This is an optimization exercise on Yosys and OpenROAD, whose aim is small area, a short achievable clock period and few clock cycles per item, not a production implementation. At most, simulation tests tie the RTL to the original design; equivalence was not proved.

## ooo_core
module ooo_core (
    input  wire logic        clk,
    input  wire logic        i_arst_n,
    input  wire logic        i_disp_valid,
    input  wire logic [2:0]  i_disp_op,
    input  wire logic [4:0]  i_disp_rdst,
    input  wire logic [31:0] i_disp_a,
    input  wire logic [31:0] i_disp_b,
    output logic             o_disp_ready,
    output logic             o_ret_valid,
    output logic [4:0]       o_ret_rdst,
    output logic [2:0]       o_ret_tag,
    output logic [31:0]      o_ret_data,
    input  wire logic        i_ret_ready
);
    function automatic logic [31:0] rev32(logic [31:0] v);
        for (int i = 0; i < 32; i++) rev32[i] = v[31-i];
    endfunction
    logic        en;
    logic        take;
    logic        is_mul, is_shift, is_addsub, is_sub;
    logic [31:0] a0;
    logic [15:0] one0, two0, neg0;
    logic [32:0] bx;
    logic [31:0] bs;
    assign is_mul    = (i_disp_op == 3'd7);
  ...
Settings: LEC_CHECK=0, CAP_MARGIN=20, CORE_MARGIN=2, CORE_UTILIZATION=40, SETUP_SLACK_MARGIN=2.8, SLEW_MARGIN=20; clock period 6.5 ns.
run.sh (not shown) runs the stock make flow with config.mk's settings and CLKGATE_MAP_FILE= SYNTH_SCRIPT=/design/flow/synth_recipe.tcl, a recipe that flattens the netlist after the stock synthesis.
Testbench counts at the start, summed over its fixed seeds: cycles 9,148, items 8,000.
Next try:
--- a/flow/config.mk
+++ b/flow/config.mk
@@ -11,2 +11,3 @@
 export SETUP_SLACK_MARGIN = 2.8
 export SLEW_MARGIN = 20
+export TNS_END_PERCENT = 0
Fmax falls by 1.5%.
Core utilization falls by 0.86 points.
Setup slack degrades by 58 ps.


Another version of the RTL of ooo_core (not shown whole).
Size: ~2100 cells after synthesis, roughly 120 I/O pins, ~23000 µm² of cells after synthesis.
export LEC_CHECK = 0
export CAP_MARGIN = 20
export CORE_MARGIN = 2
export CORE_UTILIZATION = 55
export SETUP_SLACK_MARGIN = 3.1
export SLEW_MARGIN = 20
create_clock -name core_clock -period 6.5 [get_ports {clk}]
standard.sh (not shown) runs the stock make flow with config.mk's settings and CLKGATE_MAP_FILE= SYNTH_SCRIPT=/design/flow/synth_recipe.tcl, a recipe that flattens the netlist after the stock synthesis.
==> flow/flow/run.sh <==
#!/bin/bash
# The standard layout (standard.sh, unchanged ORFS steps), with one synthesis option:
# SYNTH_ARGS=-noabc skips the quick "abc -fast" inside Yosys's generic synth, so that
# extract_fa meets the carry-save adder tree as the RTL writes it and maps it onto
# full-adder cells without inverters between them. The main ABC mapping still runs.
# Registers and their names are the same as the standard synthesis's.
# Port buffers: every input and output port still gets its own buffer, but the smallest
# plain buffer rather than a delay buffer; the resizer upsizes the ones that need it.
set -euo pipefail
cd "$(dirname "${BASH_SOURCE[0]}")/.."
export SYNTH_ARGS="-noabc"
export BUFFER_PORTS_ARGS="-buffer_cell sky130_fd_sc_hd__buf_1"
bash standard.sh > flow_standard.log 2>&1
The baseline produced a clean layout.
Testbench counts at the start, summed over its fixed seeds: cycles 9,148, items 8,000.
Change:
--- a/flow/flow/run.sh
+++ b/flow/flow/run.sh
@@ -8,0 +9 @@
+# Clock tree: no dummy loads (and, here, larger sink clusters), for fewer clock cells.
@@ -12,0 +14 @@
+export CTS_ARGS="-sink_clustering_enable -repair_clock_nets -dont_use_dummy_load -sink_clustering_size 20 -sink_clustering_max_diameter 100"
--- a/flow/config.mk
+++ b/flow/config.mk
@@ -10 +10 @@
-export CORE_UTILIZATION = 55
+export CORE_UTILIZATION = 40
- The new run ran to the end with no violations
- hold slack improves by 7.5 ps
- die area grows by 37%
- maximum frequency grows by 0.63%
- worst setup slack improves by 22 ps
Change:
--- a/flow/flow/run.sh
+++ b/flow/flow/run.sh
@@ -9 +8,0 @@
-# Clock tree: no dummy loads (and, here, larger sink clusters), for fewer clock cells.
@@ -14 +12,0 @@
-export CTS_ARGS="-sink_clustering_enable -repair_clock_nets -dont_use_dummy_load -sink_clustering_size 20 -sink_clustering_max_diameter 100"
--- a/flow/config.mk
+++ b/flow/config.mk
@@ -11 +11 @@
-export SETUP_SLACK_MARGIN = 3.1
+export SETUP_SLACK_MARGIN = 2.8
What happened:
- core utilization falls by 0.50 points
- via count falls by 2.3%
- cell count falls by 1.2%
- routed wire length falls by 1.4%
- setup slack is worse by 190 ps
- clock-buffer cell count rises by 15
- synthesized area is unchanged
- cell area falls by 1.1%
- global-route usage falls by 0.44 points
Change:
--- a/flow/config.mk
+++ b/flow/config.mk
@@ -11 +11 @@
-export SETUP_SLACK_MARGIN = 2.8
+export SETUP_SLACK_MARGIN = 3.6
The new run produced a clean layout.
Fmax goes up by 2.4%.
Final cell count goes up by 6.2%.
Synthesized area stays the same.
Via count goes up by 7.8%.
Synthesized cell count is unchanged.
Routed wire length goes up by about 12%.
Non-clock buffer count goes up by 177.
Cell area goes up by about 17%.
Utilization goes up by 7.5 points.
Change:
--- a/flow/flow/run.sh
+++ b/flow/flow/run.sh
@@ -8,0 +9 @@
+# Clock tree: no dummy loads (and, here, larger sink clusters), for fewer clock cells.
@@ -12,0 +14 @@
+export CTS_ARGS="-sink_clustering_enable -repair_clock_nets -dont_use_dummy_load"
--- a/flow/config.mk
+++ b/flow/config.mk
@@ -11 +11 @@
-export SETUP_SLACK_MARGIN = 3.6
+export SETUP_SLACK_MARGIN = 3.1
The new run produced a clean layout; via count shrinks by 4.5%; first-iteration DRC count rises by 15%; wire length goes down by 9.4%; count of clock-buffer cells in the layout drops by 6.


== rev 12 ==
Another version of the RTL of ooo_core (not shown whole).
Size: ~2500 cells after synthesis, ~250 flip-flops, ~0.025 sq mm of cells after synthesis.
clock: 6.5 ns
lec_check: 0
cap_margin: 20
core_margin: 2
core_utilization: 40
setup_slack_margin: 3.0
slew_margin: 20
run.sh (not shown) runs the stock make flow with config.mk's settings and CLKGATE_MAP_FILE= SYNTH_SCRIPT=/design/flow/synth_recipe.tcl, a recipe that flattens the netlist after the stock synthesis.
Stock flow here: none of the scripts above is used.
Looking at the reports, rev 12 completed the entire flow and the layout it produced met the timing, design-rule and antenna checks.
Relative to rev 12, the following input files were edited for rev 13:
Settings: SETUP_SLACK_MARGIN changed from 3.0 to 3.4.
Results
- Rev 13 did not stop at any stage, and its layout met the timing, design-rule and antenna checks.
- Rev 13 vs. rev 12: delay contributed by the slowest stage of the critical path went down by 40 ps.
- Across both runs, share of the final layout cell area in multi-input gates was lower for rev 13 than for rev 12.
- Relative to rev 12, the post-route met1 wirelength measured on rev 13 has increased by a little under 10%.
- Met2 usage in global routing, rev 12 and rev 13: higher on rev 13
- For rev 13, the uppermost layer routed was met5, unlike rev 12, where it was met4.
- Diff rev 12 -> rev 13 | cell area | up by a few percent
- Taking rev 13 over rev 12, the total wirelength of the detailed-routed design ratio works out to 1.12.
Function was not checked in any run of this note: the RTL went through the layout flow alone.

[port drivers added, routing unchanged]
The results above use ideal ports. As a check the final layouts listed here were re-extracted and re-timed, cells and wires unchanged.
Step 1 (the two cells are an assumption about what drives the block):
set clk [get_ports {clk}]
set_driving_cell -lib_cell sky130_fd_sc_hd__clkbuf_16 $clk
set_driving_cell -lib_cell sky130_fd_sc_hd__buf_2 [delete_from_list [all_inputs] $clk]
Step 2, shift: input delay + t, output delay - t, t = (earliest + latest rising clock arrival at the registers) / 2. This alone moves slack from input paths to output paths.
Slacks: ideal / step 1 / step 2; pairs: ideal / step 1.
run | t (ns) | slack for setup (ns) | worst hold slack (ns) | worst data-port slew with drivers (ns) | cell pins on the clock port's net
the first run of note 1 | 0.595 | 2.842 / 2.842 / 2.686 | 0.419 / 0.419 / 0.419 | 0.10 | 1
the second run of note 1 | 0.613 | 2.784 / 2.766 / 2.381 | 0.417 / 0.417 / 0.417 | 0.10 | 1
the first run of note 2 | 0.648 | 3.028 / 3.028 / 2.975 | 0.415 / 0.415 / 0.415 | 0.08 | 1
the second run of note 2 | 0.572 | 3.049 / 3.049 / 2.828 | 0.423 / 0.423 / 0.423 | 0.06 | 1
the third run of note 2 | 0.639 | 2.855 / 2.855 / 2.841 | 0.415 / 0.415 / 0.415 | 0.05 | 1
the fourth run of note 2 | 0.662 | 2.940 / 2.940 / 2.940 | 0.416 / 0.416 / 0.416 | 0.06 | 1
the fifth run of note 2 | 0.620 | 3.006 / 3.006 / 2.831 | 0.415 / 0.415 / 0.415 | 0.06 | 1
rev 12 | 0.643 | 2.626 / 2.626 / 2.626 | 0.419 / 0.419 / 0.419 | 0.06 | 1
rev 13 | 0.670 | 2.564 / 2.564 / 2.564 | 0.419 / 0.419 / 0.419 | 0.05 | 1
After both steps setup and hold are still met in every run listed. The setup slack of the second run of note 1, which loses most, moves by -0.018 ns with the drivers and by -0.403 ns with both steps.
